This is an optimization exercise on Yosys and OpenROAD, whose aim is small area, a short achievable clock period and few clock cycles per item, not a production implementation.
Only simulation tests tie the RTL to the original design; equivalence was not proved.
Power is estimated from default activity; no workload was simulated.

## trivium_keystream_generator_top
module trivium_keystream_generator_top #(
    parameter int MAX_BITS_PER_ITEM = 64
) (
    input  logic                               i_clk,
    input  logic                               i_rst_n,
    input  logic                               i_in_valid,
    output logic                               o_in_ready,
    input  logic                               i_opcode,
    input  logic [tksg_pkg::COUNT_W-1:0]       i_bits_wanted,
    output logic                               o_out_valid,
    input  logic                               i_out_ready,
    output logic [tksg_pkg::WORD_BITS-1:0]     o_keystream_word,
    output logic [tksg_pkg::COUNT_W-1:0]       o_bit_count,
    input  logic                               i_cfg_we,
    input  logic [tksg_pkg::CFG_IDX_W-1:0]     i_cfg_index,
    input  logic [tksg_pkg::WORD_BITS-1:0]     i_cfg_data
);
    tksg_pkg::t_cmd cmd;
    tksg_ctrl #(
        .MAX_BITS_PER_ITEM (MAX_BITS_PER_ITEM)
    ) u_ctrl (
        .i_clk         (i_clk),
        .i_rst_n       (i_rst_n),
        .i_in_valid    (i_in_valid),
        .o_in_ready    (o_in_ready),
        .i_opcode      (i_opcode),
        .i_bits_wanted (i_bits_wanted),
        .o_out_valid   (o_out_valid),
        .i_out_ready   (i_out_ready),
        .i_cfg_we      (i_cfg_we),
        .i_cfg_index   (i_cfg_index),
        .i_cfg_warm    (i_cfg_data[tksg_pkg::ROUNDS_W-1:0]),
        .o_cmd         (cmd)
    );
    tksg_dp u_dp (
        .i_clk            (i_clk),
        .i_rst_n          (i_rst_n),
  ...
For scale: ~2900 cells after synthesis, roughly 150 I/O pins, ~30000 um^2 of cells after synthesis.
==> flow/config.mk <==
export PLATFORM = sky130hd
export DESIGN_NAME = trivium_keystream_generator_top
export DESIGN_NICKNAME = trivium_keystream_generator_top
export VERILOG_FILES = /design/flow/design.v
export SDC_FILE = /design/flow/constraint.sdc
export NUM_CORES = 4
export LEC_CHECK = 0
export ABC_CLOCK_PERIOD_IN_PS = 2200
export CAP_MARGIN = 20
export CORE_MARGIN = 2
export CORE_UTILIZATION = 60
export PLACE_DENSITY = 0.75
export SETUP_SLACK_MARGIN = 2.7
export SLEW_MARGIN = 20
==> flow/constraint.sdc <==
create_clock -name core_clock -period 5.0 [get_ports {i_clk}]
set_input_delay 1.0000 -clock core_clock [delete_from_list [all_inputs] [get_ports {i_clk}]]
set_output_delay 1.0000 -clock core_clock [all_outputs]
set_load 0.01 [all_outputs]
standard.sh (not shown) runs the stock make flow with config.mk's settings and CLKGATE_MAP_FILE= SYNTH_SCRIPT=/design/flow/synth_recipe.tcl, a recipe that flattens the netlist after the stock synthesis.
==> flow/flow/run.sh <==
#!/bin/bash
# standard layout with plain buffers on the ports (instead of the delay cells
# buffer_ports picks by default), sizing free to change cell footprints, and
# clock tree sinks clustered by 20 without dummy loads
set -euo pipefail
bash standard.sh \
  "BUFFER_PORTS_ARGS=-buffer_cell sky130_fd_sc_hd__buf_4" \
  MATCH_CELL_FOOTPRINT=0 \
  "CTS_ARGS=-sink_clustering_enable -repair_clock_nets -dont_use_dummy_load -sink_clustering_size 24 -sink_clustering_max_diameter 100" \
  finish > flow_standard.log 2>&1
Testbench counts at the start, summed over its fixed seeds: cycles 1,352, items 65,536.
Edit:
--- a/flow/flow/run.sh
+++ b/flow/flow/run.sh
@@ -7,4 +7,4 @@
   "BUFFER_PORTS_ARGS=-buffer_cell sky130_fd_sc_hd__buf_4" \
   MATCH_CELL_FOOTPRINT=0 \
-  "CTS_ARGS=-sink_clustering_enable -repair_clock_nets -dont_use_dummy_load -sink_clustering_size 24 -sink_clustering_max_diameter 100" \
+  "CTS_ARGS=-sink_clustering_enable -repair_clock_nets -dont_use_dummy_load -sink_clustering_size 20 -sink_clustering_max_diameter 100" \
   finish > flow_standard.log 2>&1
- PLACE_DENSITY: 0.75 -> unset
- SETUP_SLACK_MARGIN: 2.7 -> 2.9
After rerunning:
- The new run went through all stages and came out clean
- global-route usage is higher by 0.44 points
- final area went up by 8.4%
- cell count rises by 3.2%
Edit:
--- a/flow/flow/run.sh
+++ b/flow/flow/run.sh
@@ -7,4 +7,4 @@
   "BUFFER_PORTS_ARGS=-buffer_cell sky130_fd_sc_hd__buf_4" \
   MATCH_CELL_FOOTPRINT=0 \
-  "CTS_ARGS=-sink_clustering_enable -repair_clock_nets -dont_use_dummy_load -sink_clustering_size 20 -sink_clustering_max_diameter 100" \
+  "CTS_ARGS=-sink_clustering_enable -repair_clock_nets -dont_use_dummy_load -sink_clustering_size 28 -sink_clustering_max_diameter 100" \
   finish > flow_standard.log 2>&1
- SETUP_SLACK_MARGIN: 2.9 -> 2.7
What happened: The changed run went through all stages and came out clean. Global-route usage shrinks by 3.9 points. Wire length came out lower by roughly a tenth. Die area does not change. Setup slack is worse by 110 ps. Final cell count decreases by a few percent. Clock-buffer cell count falls by 9. Hold slack gains 6.4 ps. Synthesized area stays the same.
Edit:
--- a/flow/flow/run.sh
+++ b/flow/flow/run.sh
@@ -7,4 +7,4 @@
   "BUFFER_PORTS_ARGS=-buffer_cell sky130_fd_sc_hd__buf_4" \
   MATCH_CELL_FOOTPRINT=0 \
-  "CTS_ARGS=-sink_clustering_enable -repair_clock_nets -dont_use_dummy_load -sink_clustering_size 28 -sink_clustering_max_diameter 100" \
+  "CTS_ARGS=-sink_clustering_enable -repair_clock_nets -dont_use_dummy_load -sink_clustering_size 20 -sink_clustering_max_diameter 100" \
   finish > flow_standard.log 2>&1
- TNS_END_PERCENT: unset -> 20
Area after synthesis stays the same.
Via count rose by 2.4%.
Non-clock buffer count climbs by 12.
Clock power increases by 17%.
Global-route usage rises by 3.0 points.
Design area went up by 0.87%.
Wire length goes up by 6.9%.
Maximum frequency decreases by 2.7%.

Setup of job 7301:
Starting RTL as in the previous note.
clock: 5.0 ns
lec_check: 0
abc_clock_period_in_ps: 2200
cap_margin: 20
core_margin: 2
core_utilization: 60
setup_slack_margin: 2.7
slew_margin: 20
==> flow/flow/run.sh <==
#!/bin/bash
# standard layout with plain buffers on the ports (instead of the delay cells
# buffer_ports picks by default), sizing free to change cell footprints, and
# clock tree sinks clustered by 20 without dummy loads
set -euo pipefail
bash standard.sh \
  "BUFFER_PORTS_ARGS=-buffer_cell sky130_fd_sc_hd__buf_2" \
  MATCH_CELL_FOOTPRINT=0 \
  "CTS_ARGS=-sink_clustering_enable -repair_clock_nets -dont_use_dummy_load -sink_clustering_size 24 -sink_clustering_max_diameter 100" \
  finish > flow_standard.log 2>&1
Job 7301 finished every stage and its layout cleared the timing, design-rule and antenna checks.
Testbench counts of job 7301, summed over its fixed seeds: cycles 1,352, items 65,536.
The following lists how job 417 was set up differently from job 7301:
Settings: SETUP_SLACK_MARGIN: 2.7 -> 2.8.
--- a/flow/flow/run.sh
+++ b/flow/flow/run.sh
@@ -5,5 +5,5 @@
 set -euo pipefail
 bash standard.sh \
-  "BUFFER_PORTS_ARGS=-buffer_cell sky130_fd_sc_hd__buf_2" \
+  "BUFFER_PORTS_ARGS=-buffer_cell sky130_fd_sc_hd__buf_4" \
   MATCH_CELL_FOOTPRINT=0 \
   "CTS_ARGS=-sink_clustering_enable -repair_clock_nets -dont_use_dummy_load -sink_clustering_size 24 -sink_clustering_max_diameter 100" \
==> run notes <==
Against job 7301, job 417 reports a clock latency on the worst-skew pair that is lower.
A capturing element of the worst setup path of u_dp.r_zgrp[3]$_DFF_P_ is what job 7301 shows, while u_dp.r_state[121]$_DFFE_PP_ belongs to job 417.
Run comparison: job 7301 launching instance or port of the critical path u_dp.r_state[230]$_SDFFE_PP0P_; job 417 launching instance or port of the critical path u_dp.r_state[30]$_DFFE_PP_
Compare job 417 and job 7301 | wire length of the first global-routing pass lower: job 7301
Total power: job 417 above job 7301
Job 7301 → job 417: initial antenna violation count went up by 2, layout-stage area growth over the synthesis result went up by 6.3 points, global router's overall resource usage went up by 0.72 points.
Input changes introduced in job 6952 (baseline for comparison: job 417):
Settings: SETUP_SLACK_MARGIN now 2.6, was 2.8.
Notes after the runs:
Diff job 417 -> job 6952 | number of ordinary and repair buffers in the finished layout | down by more than a quarter
Taking job 417 as the reference, in job 6952 final core area utilization down 3.6 points; total power down about 3.2%; met3 demand-to-capacity share in global routing up 0.58 points; total cell area at the placement stage down about 2%.
Clock network fraction of total power in job 6952 is 0.5 points above job 417.
Relative to job 417, final instance count without filler cells has decreased by about 2% in job 6952.
Job 6952: done, clean on timing, DRC and antenna
Number of nets in the finished design: job 6952 vs job 417 down 2.4%
Compared with job 417, job 6952 shows design area that has gone down by a few percent.
Met1 routing resource usage after global routing, job 417 and job 6952: larger value in job 417
Setup changes, job 6952 to job 5974
Settings: swapping 2.6 for 2.75 in SETUP_SLACK_MARGIN.
==> run notes <==
Across both runs, share of the cycle needed by the critical path after routing was lower for job 5974 than for job 6952.
Vias: job 5974 above job 6952
Between job 6952 and job 5974, final worst hold slack decreased.
Combinational power grows by a few percent when moving from job 6952 to job 5974.
When job 5974 is set beside job 6952, its proportion of power drawn by combinational gates turns out to be 1.8 points larger.
From job 6952 to job 5974 the numbers moved as follows: count of clock-buffer cells in the layout decreased 1, shortest clock period the worst path allows after layout has decreased, buffers inserted during post-CTS setup optimization rose by 8.
Modified inputs, job 9334 compared to job 5974
Settings: changing SETUP_SLACK_MARGIN from 2.75 to 2.7; changing CORE_UTILIZATION from 60 to 55.
==> comparison <==
Job 9334 closes out successfully: all stages finished, all timing, DRC and antenna checks passed.
Non-clock buffer area fraction after layout essentially unchanged between job 5974 and job 9334.
Horizontal die dimension was higher in job 9334 than in job 5974.
Job 9334 vs job 5974, worst hold slack went up by 3.0 ps.
For job 299, these inputs were changed with respect to job 9334:
Settings: CORE_UTILIZATION now 60, was 55.
==> flow/flow/run.sh <==
#!/bin/bash
# standard layout with plain buffers on the ports (instead of the delay cells
# buffer_ports picks by default), sizing free to change cell footprints, and
# clock tree sinks clustered by 24 without dummy loads; the buffers abc
# adds are removed (timing is repaired after placement)
set -euo pipefail
bash standard.sh \
  "BUFFER_PORTS_ARGS=-buffer_cell sky130_fd_sc_hd__buf_4" \
  MATCH_CELL_FOOTPRINT=0 REMOVE_ABC_BUFFERS=1 \
  "CTS_ARGS=-sink_clustering_enable -repair_clock_nets -dont_use_dummy_load -sink_clustering_size 24 -sink_clustering_max_diameter 100" \
  finish > flow_standard.log 2>&1
Results
No stage failed in job 299, and the final checks on the layout all came back clean.
The switching part of the total of job 299 falls short of that of job 9334 by 0.77 points.
Comparing job 9334 and job 299, instance count on the critical path is higher on job 299.
As far as met3 usage in global routing is concerned, job 299 and job 9334 perform about the same.
Comparing the two runs side by side, job 299 comes out ahead of job 9334 on highest ir drop seen on vdd.
Number of post-CTS setup repair buffers: lower on job 9334

## static timing again, ports no longer ideal
Ports are ideal in the flow. The routed layouts listed here were re-timed in OpenROAD.
Step 1, drivers: a clkbuf_16 drives i_clk and a buf_2 each remaining input, both assumed.
Step 2 also shifts input and output timing later by t, the mid clock arrival at the registers, as if the neighbouring blocks saw the same clock.
Three values: ideal, step 1, step 2; two values: the first two.
run | shift t [ns] | setup WS [ns] | latest minus earliest clock arrival (ns) | worst slew at a driven data input, ns
the first run of note 1 | 0.685 | 2.580 / 2.580 / 1.998 | 0.068 / 0.068 | 0.10
the second run of note 1 | 0.634 | 2.739 / 2.744 / 2.136 | 0.076 / 0.076 | 0.06
the third run of note 1 | 0.666 | 2.627 / 2.639 / 1.992 | 0.078 / 0.077 | 0.04
the fourth run of note 1 | 0.643 | 2.560 / 2.560 / 1.990 | 0.050 / 0.050 | 0.06
job 7301 | 0.678 | 2.612 / 2.612 / 2.058 | 0.089 / 0.089 | 0.04
job 417 | 0.653 | 2.706 / 2.696 / 2.181 | 0.063 / 0.063 | 0.04
job 6952 | 0.666 | 2.547 / 2.547 / 2.065 | 0.078 / 0.079 | 0.06
job 5974 | 0.690 | 2.677 / 2.677 / 2.077 | 0.060 / 0.060 | 0.05
job 9334 | 0.680 | 2.658 / 2.658 / 2.114 | 0.059 / 0.060 | 0.05
job 299 | 0.663 | 2.634 / 2.653 / 2.007 | 0.064 / 0.064 | 0.04
After both steps setup and hold are still met in every run listed. The setup slack of the third run of note 1, which loses most, moves by +0.012 ns with the drivers and by -0.635 ns with both steps.
